Context: an optimization exercise on an open-source flow, tuned for small area, a short achievable clock period and few clock cycles per item. The choices shown serve that exercise and are no tape-out recipe. The RTL was checked by simulation tests, not by an equivalence proof against the original design. No activity file was given, so power comes from the tool's default toggle rates.

==> flow/design.v, too long to show whole: its modules and the start of the top module <==
// module math_core_alu: 708 lines
module math_core_alu #(
    parameter int DW = 32,
    parameter int CW = 32
) (
    input  logic          clk,
    input  logic          rst,
    input  logic [0:1]    mode,
    input  logic          in_valid,
    output logic          in_ready,
    input  logic [0:DW-1] ain,
    input  logic [0:DW-1] bin,
    output logic          out_valid,
    input  logic          out_ready,
    output logic [0:DW-1] result,
    output logic          ovf,
    output logic [0:CW-1] statistic,
    input  logic          stat_ld,
    input  logic [0:CW-1] stat_din,
    input  logic          flush,
    output logic          busy
);
  // ...
==> flow/flow/run.sh <==
#!/bin/bash
# The standard layout, with plain buf_1 port buffers and a tighter setup target
# for timing repair; the log of the whole make run goes to standard.log.
bash standard.sh BUFFER_PORTS_ARGS="-buffer_cell sky130_fd_sc_hd__buf_1" SETUP_SLACK_MARGIN=4.8 finish > standard.log 2>&1
==> flow/standard.sh <==
#!/bin/bash
# synth_recipe.tcl (not shown) runs the flow's synth.tcl, then flattens the netlist and writes it again
# the make line also repeats each setting of config.mk as NAME=value (left out here)
make -C /OpenROAD-flow-scripts/flow DESIGN_CONFIG=/design/flow/config.mk WORK_HOME=/design/flow/orfs CLKGATE_MAP_FILE= SYNTH_SCRIPT=/design/flow/synth_recipe.tcl "${@:-finish}"
==> flow/config.mk <==
export PLATFORM = sky130hd
export DESIGN_NAME = math_core_alu
export DESIGN_NICKNAME = math_core_alu
export VERILOG_FILES = /design/flow/design.v
export SDC_FILE = /design/flow/constraint.sdc
export NUM_CORES = 4
export LEC_CHECK = 0
export ABC_AREA = 1
export CAP_MARGIN = 20
export CORE_MARGIN = 2
export CORE_UTILIZATION = 40
export SLEW_MARGIN = 20
==> flow/constraint.sdc <==
create_clock -name core_clock -period 10.0 [get_ports {clk}]
set_input_delay 2.0000 -clock core_clock [delete_from_list [all_inputs] [get_ports {clk}]]
set_output_delay 2.0000 -clock core_clock [all_outputs]
set_load 0.01 [all_outputs]
==> reports/qor.csv, run 1 <==
metric,value,unit
status,no timing/DRC/antenna violations,
min_from,v1$_DFF_PN0_,
num-multi-input-gates,2485,
reg.largest.list,"a1 (32), a3_1 (32), r_stat (32)",
routedLengthMet1,37900,um
clkSinkCount,206,
cap_viol_max_count,0,
pg_comb,0.00497,W
ys_async_sr_fraction,17.0,%
seq_power_share,19.3,%
multiInputGateArea,15600,um^2
fill_cells,6139,
die_area,61100,um^2
finalCriticalPeriod,4950,ps
fin_skew,19.9,ps
worstHoldPathCells,2,
grt_max_degree,62,
ys.flop_type,edfxtp_1,
grt-busiest-layer,met2,
area_growth,9.56,%
arrival,5270,ps
global_route.usage.met3,10.4,%
io_buffers,171,
synth_top_area_cell,edfxtp_1,
n_all_buffers,233,
final_hold_viol_count,0,
fin_tns_setup,0,ps
ys_ff_latch,206,
met2_usage,43.2,%
ys_warn_count,1,
clock_latency,590,ps
clk_path_buf_depth,3,
rrSetupSlack,5050,ps
multi_input_area_share,60.1,%
synth_top_area_share,21.7,%
slew_violations,0,
Testbench counts, summed over its fixed seeds: cycles 16,016, items 16,000.
==> run 2: changes to the inputs <==
--- a/flow/design.v
+++ b/flow/design.v
@@ -22,17 +22,17 @@
     logic [31:0]   a1;
     logic [31:0]   b1;
     logic [32:1]   a3_1;
     logic [10:0]   bs1_1, bs2_1, bs3_1, bs4_1;
     logic [9:0]    bneg_1;
     logic          bgt_1;            
     logic [1:0]    m1;
     logic          v1;
-    localparam int K = 20;
+    localparam int K = 24;
     logic [31:K]   s2;
     logic [31:K]   c2;
     logic [K-1:0]  lo2;
     logic          ck2;
     logic          k1_2;
     logic          k2_2;
     logic          mulp2;
     logic [2-1:0] l32_2;
==> flow/flow/run.sh (replaced) <==
#!/bin/bash
# The standard layout, with plain buf_1 port buffers and a tighter setup target
# for timing repair; the log of the whole make run goes to standard.log.
bash standard.sh BUFFER_PORTS_ARGS="-buffer_cell sky130_fd_sc_hd__buf_1" SETUP_SLACK_MARGIN=5.2 finish > standard.log 2>&1
==> flow/config.mk (replaced) <==
export PLATFORM = sky130hd
export DESIGN_NAME = math_core_alu
export DESIGN_NICKNAME = math_core_alu
export VERILOG_FILES = /design/flow/design.v
export SDC_FILE = /design/flow/constraint.sdc
export NUM_CORES = 4
export LEC_CHECK = 0
export ABC_AREA = 1
export CAP_MARGIN = 20
export CORE_MARGIN = 2
export CORE_UTILIZATION = 50
export SLEW_MARGIN = 20
==> reports/qor.csv, run 2 <==
metric,value,unit,change
status,no timing/DRC/antenna violations,,unchanged
rrSetupSlack,5270,ps,was 5050 ps
ys_types,78,,was 67
crit_chain,"o21ai_0, xor2_1, ha_1, a21o_1, nand3_1, nand2_1, nand3_1, nand2_1, or2_1, nand3_1, o211ai_1, inv_1, ha_1, a21oi_1, o21ai_1, a21oi_2, o21ai_2, nand3_1, nand2_1, nand3_1, o21bai_1, xor2_1",,"was inv_1, o22ai_1, nor2_1, xor2_1, xnor2_1, xor2_1, xor2_1, xor2_1, xor2_1, inv_1, nand2_1, nand2_1, or2_1, nand3_1, o211ai_1, inv_1, ha_1, inv_1, nor2_1, nor2_1, xor2_1"
ir_drop,0.000175,V,was 0.000154 V
syn_nets,3425,,was 3439
stdcell_area,27100,um^2,was 25900 um^2
synth_compound_area_share,21.3,%,about the same
max_slew_margin,21.2,%,was 31.8%
synth-adder-area-share,7.23,%,was 7.19%
ys_warn_count,1,,unchanged
fin_nets,3601,,was 3531
grt_pass1_wl,146000,um,was 138000 um
synth_seq_area_share,24.7,%,was 25.4%
dr.pass1.iters,10,,was 8
synthMuxAreaShare,0.131,%,was 0.127%
area_growth,13.5,%,was 9.56%
cts_tree,done,,unchanged
reg2reg_depth,22,,was 21
vias_per_cell,6.40,,was 5.96
antenna_found_initial,1,,unchanged
cts_root_buffer,clkbuf_16,,unchanged
cts.clk_slew.worst_paths,70,ps,was 60 ps
synth_top_area_cell,edfxtp_1,,unchanged
cap_viol_max_count,0,,unchanged
final_antenna_net_count,0,,unchanged
start_kind,flop,,unchanged
tightest_slew,1180,ps,was 1020 ps
critPathCaptureType,flop,,unchanged
hpwl,72100,um,was 69400 um
num_vias,25600,,was 24400
numCtsBuffers,24,,was 28
drtIter0Drc,3505,,was 3273
synth_simple_gate_area_share,20.5,%,was 20.3%
wl_per_cell,25.4,um,was 22.8 um
synth_xor_area_share,16.8,%,was 16.7%
grt_pass1_vias,23600,,was 22300
die_area,49400,um^2,was 61100 um^2
remaining_drc_errors,0,,unchanged
fill_cells,4377,,was 6139
gp_congestion,1.05,,was 1.04
synthCells,3195,,was 3209
yosysMostFrequentCell,nand2_1,,unchanged
clk_path_buf_depth,3,,unchanged
worstHoldPathCells,2,,unchanged
rr_endpoint,lo2[23]$_DFFE_PN_,,was lo2[19]$_DFFE_PN_
period_share,47.3,%,was 49.5%
crit_required,10330,ps,about the same
row_count,79,,was 89
boundaryPins,172,,unchanged
antenna_cells,0,,was 2
synth_top_family_by_area,compound AO/OA/AOI/OAI gates,,unchanged
final_cell_mix,"617 x nand2_1, 322 x xor2_1, 267 x inv_1",,"was 576 x nand2_1, 330 x xor2_1, 294 x inv_1"
min_to,r_stat[16]$_DFFE_PN0P_,,was v2$_DFF_PN0_
grt_max_degree,88,,was 62
ys.flop_type,edfxtp_1,,unchanged
slew_violations,0,,unchanged
clkSinkCount,202,,was 206
fin_tns_setup,0,ps,unchanged
fin_skew,36.9,ps,was 19.9 ps
worst-path-buf-inv,1,,was 4
synth.cells.most_frequent,"620 x nand2_1, 326 x xor2_1, 284 x inv_1, 229 x o22ai_1, 209 x nor2_1",,"was 578 x nand2_1, 331 x xor2_1, 301 x inv_1, 247 x nor2_1, 230 x o22ai_1"
finalCriticalPeriod,4730,ps,was 4950 ps
synth_edf_count,167,,was 171
crit_top_cell,nand3_1,,was xor2_1
reg.largest.list,"a1 (32), a3_1 (32), r_stat (32)",,unchanged
p_leak,11.9,nW,was 11.3 nW
ys_ff_latch,202,,was 206
htreeDepth,1,,unchanged
fin_util,57.9,%,was 44.1%
grt_use_total,39.2,%,was 29.8%
fmax,211,MHz,was 202 MHz
p_per_area,286,nW/um^2,was 282 nW/um^2
die_h,222,um,was 247 um
avgSynthCellArea,7.46,um^2,was 7.37 um^2
clock_latency,590,ps,about the same
final_hold_viol_count,0,,unchanged
start_util,51.0,%,was 40.2%
core,46800,um^2,was 58800 um^2
die_w,222,um,was 247 um
rsz0062_at_grt,yes,,unchanged
grt_overflow,0,,unchanged
synthesis.area,23800,um^2,was 23700 um^2
dpl-instance-area,24600,um^2,was 24700 um^2
drive_gt1_share,11.9,%,was 6.48%
io_buffers,171,,unchanged
setup_viol,0,,unchanged
critPathKind,reg -> reg,,unchanged
min_path_type,reg -> reg,,unchanged
critPathMaxFanout,13,,was 12
drt-total-wl,101000,um,was 93500 um
arrival,5070,ps,was 5270 ps
final_common_cell,nand2_1,,unchanged
synth_top_area_share,21.0,%,was 21.7%
crit_family,compound AO/OA/AOI/OAI gates,,was XOR/XNOR gates
r2r_start,bs3_1[4]$_DFFE_PN_,,was bs3_1[1]$_DFFE_PN_
yosys-top-cells-area,"edfxtp_1 21%, xor2_1 12%, nand2_1 9.8%",,"was edfxtp_1 22%, xor2_1 12%, nand2_1 9.2%"
ys_async_sr_fraction,17.3,%,was 17.0%
min_from,r_stat[16]$_DFFE_PN0P_,,was v1$_DFF_PN0_
cpPeakStageDelay,880,ps,was 870 ps
cp_slowest_cell,o21ai_0,,was edfxtp_1
-- run 2: changes by cell type after synthesis, moves of 8 or more --
cell / change
o21ai_0: -23
clkbuf_1: -8
nand4_1: -9
o21ai_1: +13
nand2_2: +8
inv_1: -17
inv_2: +14
nand2_1: +42
nand3_1: -16
clkinv_1: -13
or2_1: +8
nor2_1: -38
buf_6: +12
-- run 2: cells by family after synthesis --
logic type / after synthesis
buf+inv: 505
compound gates: 785
flops: 202
fa+ha+maj: 138
xor+xnor: 447
mux: 3
simple gates: 1115
-- run 2: cell type report --
type / count / area [um^2] / share of cell area (%)
flip-flops and latches: 202 / 5890 / 21.8
clock buffers: 25 / 604 / 2.23
multi-input cells: 2488 / 16000 / 59.3
repair buffers: 319 / 1970 / 7.28
inverters: 329 / 1470 / 5.45
clock inverters: 19 / 265 / 0.980
repair inverters: 7 / 45.0 / 0.166
well taps: 607 / 759 / 2.81
-- run 2: worst max-delay path by stage --
stage / from / endpoint / slack, ps / cells after the start
CTS: bs2_1[2]$_DFFE_PN_ / lo2[23]$_DFFE_PN_ / 5170 / 25
floorplan: bs2_1[0]$_DFFE_PN_ / ck2$_DFFE_PN_ / 5280 / 27
detailed placement: ain[30] / a3_1[29]$_DFFE_PN_ / 4510 / 22
finish: bs3_1[4]$_DFFE_PN_ / lo2[23]$_DFFE_PN_ / 5270 / 22
global placement: ain[28] / a3_1[29]$_DFFE_PN_ / 4580 / 21
global route: bs2_1[1]$_DFFE_PN_ / ck2$_DFFE_PN_ / 5120 / 24
-- run 2: what timing repair did --
item	CTS	global route
hold buffers	0	0
gates cloned	7	2
gates resized for setup	66	98
buffers inserted	26	81
endpoints found under the setup margin	13	20
pin swaps	0	20
hold endpoints to repair	0	0
-- run 2: routing by layer --
metal | global-route usage (%) | vias to the layer above | share of wire (%) | wire [um]
li1 | - | 11400 | - | -
met1 | 50.6 | 11800 | 38 | 38800
met2 | 57.9 | 1815 | 41 | 41300
met3 | 10.6 | 536 | 13 | 12700
met4 | 24.7 | 4 | 8.3 | 8430
met5 | 0 | - | 0.13 | 128
-- run 2: per-stage QoR --
stage                     std cells  power [W]  setup WS [ps]  hold slack [ps]
after floorplan                3195    0.00504           5280              488
after global placement         3836    0.00626           4580              505
after detailed placement       3836    0.00635           4510              542
after CTS                      3913    0.00740           5170              557
after global routing           3996    0.00832           5120              587
final                          3996    0.00775           5270              552
-- run 2: report_power, final --
group | switching, W | leakage [nW] | internal, W
combinational | 0.00346 | 9.23 | 0.00197
clock | 0.000404 | 0.411 | 0.000576
sequential | 0.000177 | 2.23 | 0.00117
-- run 2: tightest hold or removal path, cell delays in order, from the launching register on --
cell,delay [ps]
dfrtp_1,360
nand2_1,60
o311ai_0,90
Testbench counts of run 2, summed over its fixed seeds: cycles 16,016, items 16,000.
==> run 3: changes to the inputs <==
--- a/flow/config.mk
+++ b/flow/config.mk
@@ -8,5 +8,5 @@
 export ABC_AREA = 1
 export CAP_MARGIN = 20
 export CORE_MARGIN = 2
-export CORE_UTILIZATION = 50
+export CORE_UTILIZATION = 40
 export SLEW_MARGIN = 20
==> reports/qor.csv, run 3 <==
metric,value,unit,change
status,no timing/DRC/antenna violations,,unchanged
slew_violations,0,,unchanged
grt_overflow,0,,unchanged
max_slew_margin,26.4,%,was 21.2%
min_path_type,reg -> reg,,unchanged
rrSetupSlack,5140,ps,was 5270 ps
numCtsBuffers,25,,was 24
synth_seq_area_share,24.7,%,unchanged
min_to,v2$_DFF_PN0_,,was r_stat[16]$_DFFE_PN0P_
min_from,v1$_DFF_PN0_,,was r_stat[16]$_DFFE_PN0P_
critPathMaxFanout,13,,unchanged
wl_per_cell,23.5,um,was 25.4 um
final_cell_count_no_fill,4109,,was 3996
synth_top_area_cell,edfxtp_1,,unchanged
yosys-top-cells-area,"edfxtp_1 21%, xor2_1 12%, nand2_1 9.8%",,unchanged
ir_drop,0.000196,V,was 0.000175 V
ys_ff_latch,202,,unchanged
p_leak,11.6,nW,was 11.9 nW
synth.cells.most_frequent,"620 x nand2_1, 326 x xor2_1, 284 x inv_1, 229 x o22ai_1, 209 x nor2_1",,unchanged
power.switching,0.00390,W,was 0.00404 W
dp_slack,4500,ps,was 4510 ps
worstHoldPathCells,2,,unchanged
grt_pass1_vias,22300,,was 23600
final_antenna_net_count,0,,unchanged
htreeDepth,1,,unchanged
drive_gt1_share,10.1,%,was 11.9%
boundaryPins,172,,unchanged
critPathCaptureType,flop,,unchanged
p_per_area,281,nW/um^2,was 286 nW/um^2
grt_max_degree,65,,was 88
cap_viol_max_count,0,,unchanged
die_w,248,um,was 222 um
fin_nets,3546,,was 3601
final_hold_viol_count,0,,unchanged
num_vias,24300,,was 25600
p_total,0.00748,W,was 0.00775 W
finalCriticalPeriod,4860,ps,was 4730 ps
swShare,52.2,%,was 52.1%
tightest_slew,1090,ps,was 1180 ps
drt-total-wl,96400,um,was 101000 um
critPathKind,reg -> reg,,unchanged
postCtsHoldBufs,0,,unchanged
seq_power_share,18.1,%,was 17.4%
syn_nets,3425,,unchanged
dr.pass1.iters,9,,was 10
hpwl,69900,um,was 72100 um
start_kind,flop,,unchanged
timing.hold.ws,538,ps,was 552 ps
clock_latency,580,ps,was 590 ps
cts.clk_slew.worst_paths,60,ps,was 70 ps
yosysMostFrequentCell,nand2_1,,unchanged
r2r_start,a1[20]$_DFFE_PN_,,was bs3_1[4]$_DFFE_PN_
rr_endpoint,lo2[23]$_DFFE_PN_,,unchanged
vias_per_cell,5.92,,was 6.40
reg.largest.list,"a1 (32), a3_1 (32), r_stat (32)",,unchanged
remaining_drc_errors,0,,unchanged
synth_top_area_share,21.0,%,unchanged
core,58900,um^2,was 46800 um^2
clkSinkCount,202,,unchanged
start_util,40.4,%,was 51.0%
fmax,206,MHz,was 211 MHz
clock_power_share,12.0,%,was 12.7%
p_comb_share,69.9,%,was 70.0%
crit_required,10330,ps,about the same
reg2reg_depth,20,,was 22
period_share,48.6,%,was 47.3%
synth_edf_count,167,,unchanged
cts_root_buffer,clkbuf_16,,unchanged
setup_viol,0,,unchanged
antenna_found_initial,1,,unchanged
die_h,248,um,was 222 um
ys_async_sr_fraction,17.3,%,unchanged
place_inst,4000,,was 3836
power.internal,0.00358,W,was 0.00371 W
final_cell_mix,"617 x nand2_1, 320 x xor2_1, 271 x inv_1",,"was 617 x nand2_1, 322 x xor2_1, 267 x inv_1"
ys_warn_count,1,,unchanged
area_growth,11.7,%,was 13.5%
grt_pass1_wl,140000,um,was 146000 um
drtIter0Drc,2888,,was 3505
ys_types,78,,unchanged
ys.flop_type,edfxtp_1,,unchanged
cts_tree,done,,unchanged
fin_skew,11.6,ps,was 36.9 ps
clk_path_buf_depth,3,,unchanged
worst_slack,5140,ps,was 5270 ps
synthesis.area,23800,um^2,unchanged
io_buffers,171,,unchanged
arrival,5180,ps,was 5070 ps
die_area,61500,um^2,was 49400 um^2
final_common_cell,nand2_1,,unchanged
synthCells,3195,,unchanged
gp_congestion,1.01,,was 1.05
fin_tns_setup,0,ps,unchanged
row_count,89,,was 79
grt_use_total,30.5,%,was 39.2%
avgSynthCellArea,7.46,um^2,unchanged
rsz0062_at_grt,yes,,unchanged
cp-startpoint,a1[20]$_DFFE_PN_,,was bs3_1[4]$_DFFE_PN_
run 3: cell types whose count changed in the layout (fill, tap and decap cells not counted), moves of 4 or more:
cell / delta
clkinv_2: +4
a21oi_1: +6
buf_4: -49
clkinvlp_4: -7
bufinv_16: -4
buf_12: -4
a21oi_2: -5
inv_1: +4
run 3: worst max-delay path by stage:
| stage | to | slack (ps) |
|---|---|---|
| final | lo2[23]$_DFFE_PN_ | 5140 |
| after global routing | lo2[23]$_DFFE_PN_ | 5010 |
| after CTS | lo2[23]$_DFFE_PN_ | 5170 |
| after detailed placement | lo2[23]$_DFFE_PN_ | 4500 |
| after global placement | lo2[23]$_DFFE_PN_ | 4560 |
| after floorplan | ck2$_DFFE_PN_ | 5280 |
run 3: logic make-up (layout without fill, tap and decap cells):
logic type / after synthesis / count (layout) / share of synthesized area [%]
other: 0 / 1 / 0
DFF: 202 / 202 / 24.7
and+or+nand+nor: 1115 / 1115 / 20.5
xor gates and xnor gates: 447 / 447 / 16.8
muxes: 3 / 3 / 0.131
buffers and inverters: 505 / 645 / 9.24
AOI/OAI and AO/OA: 785 / 785 / 21.3
adders and majority gates: 138 / 138 / 7.23
run 3: layout make-up:
type | count | area [um^2]
Antenna cell | 1 | 2.50
Clock buffer | 27 | 633
Clock inverter | 19 | 164
Fill cell | 6033 | 32300
Inverter | 329 | 1420
Multi-Input combinational cell | 2488 | 16000
Sequential cell | 202 | 5890
Tap cell | 773 | 967
Timing Repair Buffer | 263 | 1470
Timing Repair inverter | 7 | 47.5
run 3: per-layer routing:
| layer | global-route usage, % | share of wire (%) |
|---|---|---|
| met1 | 41.7 | 41 |
| met2 | 43.6 | 40 |
| met3 | 8.88 | 13 |
| met4 | 15.1 | 6.5 |
| met5 | 0 | 0.082 |
run 3: stage by stage:
step | instance area, um^2 | util [%]
floorplan | 23800 | -
global route | 26600 | 45.2
global placement | 24800 | 42.1
detailed placement | 24800 | 42.1
finish | 26600 | 45.2
CTS | 25900 | 44.0
run 3: critical path, stage by stage (launching register included):
cell and delay (ps):
edfxtp_1 550, inv_1 550, o22ai_1 180, nor2_1 280
xor2_1 240, xnor2_1 170, or2_1 260, nand2_1 190
nand3b_1 220, nand2_1 160, xnor2_1 150, xor2_1 110
or2_1 280, nand2_1 70, nand2_1 50, a31oi_1 260
ha_1 330, a21oi_1 150, o21ai_0 80, o21bai_1 160
xor2_1 140
run 3: power groups by stage:
stage,registers [W],logic (W),clock network [W]
global placement,0.00137,0.00491,0
CTS,0.00135,0.00501,0.000920
finish,0.00135,0.00523,0.000897
floorplan,0.00129,0.00375,0
global route,0.00136,0.00581,0.000956
detailed placement,0.00137,0.00495,0
run 3: timing repair:
item | in CTS | in global routing
pin swaps | 1 | 6
gates resized for setup | 45 | 102
cloned | 5 | 3
setup buffers | 21 | 33
setup endpoints to repair | 12 | 18

-- re-timing with driven ports --
How much do the figures lean on ideal ports? The routed layouts below were timed once more, with nothing changed but the port constraints. Step 1 assumes that a clkbuf_16 drives the clock port and a buf_2 every other input. Step 2 also shifts input and output timing later by t, the mid clock arrival at the registers, as if the neighbouring blocks saw the same clock. a / b / c = no drivers / after step 1 / after step 2; a / b = the first two.
run | shift t [ns] | setup slack, ns | worst setup path after step 2 | clock arrival spread, ns | pins driven straight from the clock port
run 1 | 0.637 | 5.054 / 5.008 / 4.704 | input to register | 0.023 / 0.023 | 1
run 2 | 0.635 | 5.265 / 5.265 / 4.858 | input to register | 0.039 / 0.039 | 1
run 3 | 0.640 | 5.145 / 5.145 / 4.962 | input to register | 0.012 / 0.012 | 1
After both steps setup and hold are still met in every run listed. The setup slack of run 2, which loses most, moves by 0.000 ns with the drivers and by -0.407 ns with both steps.
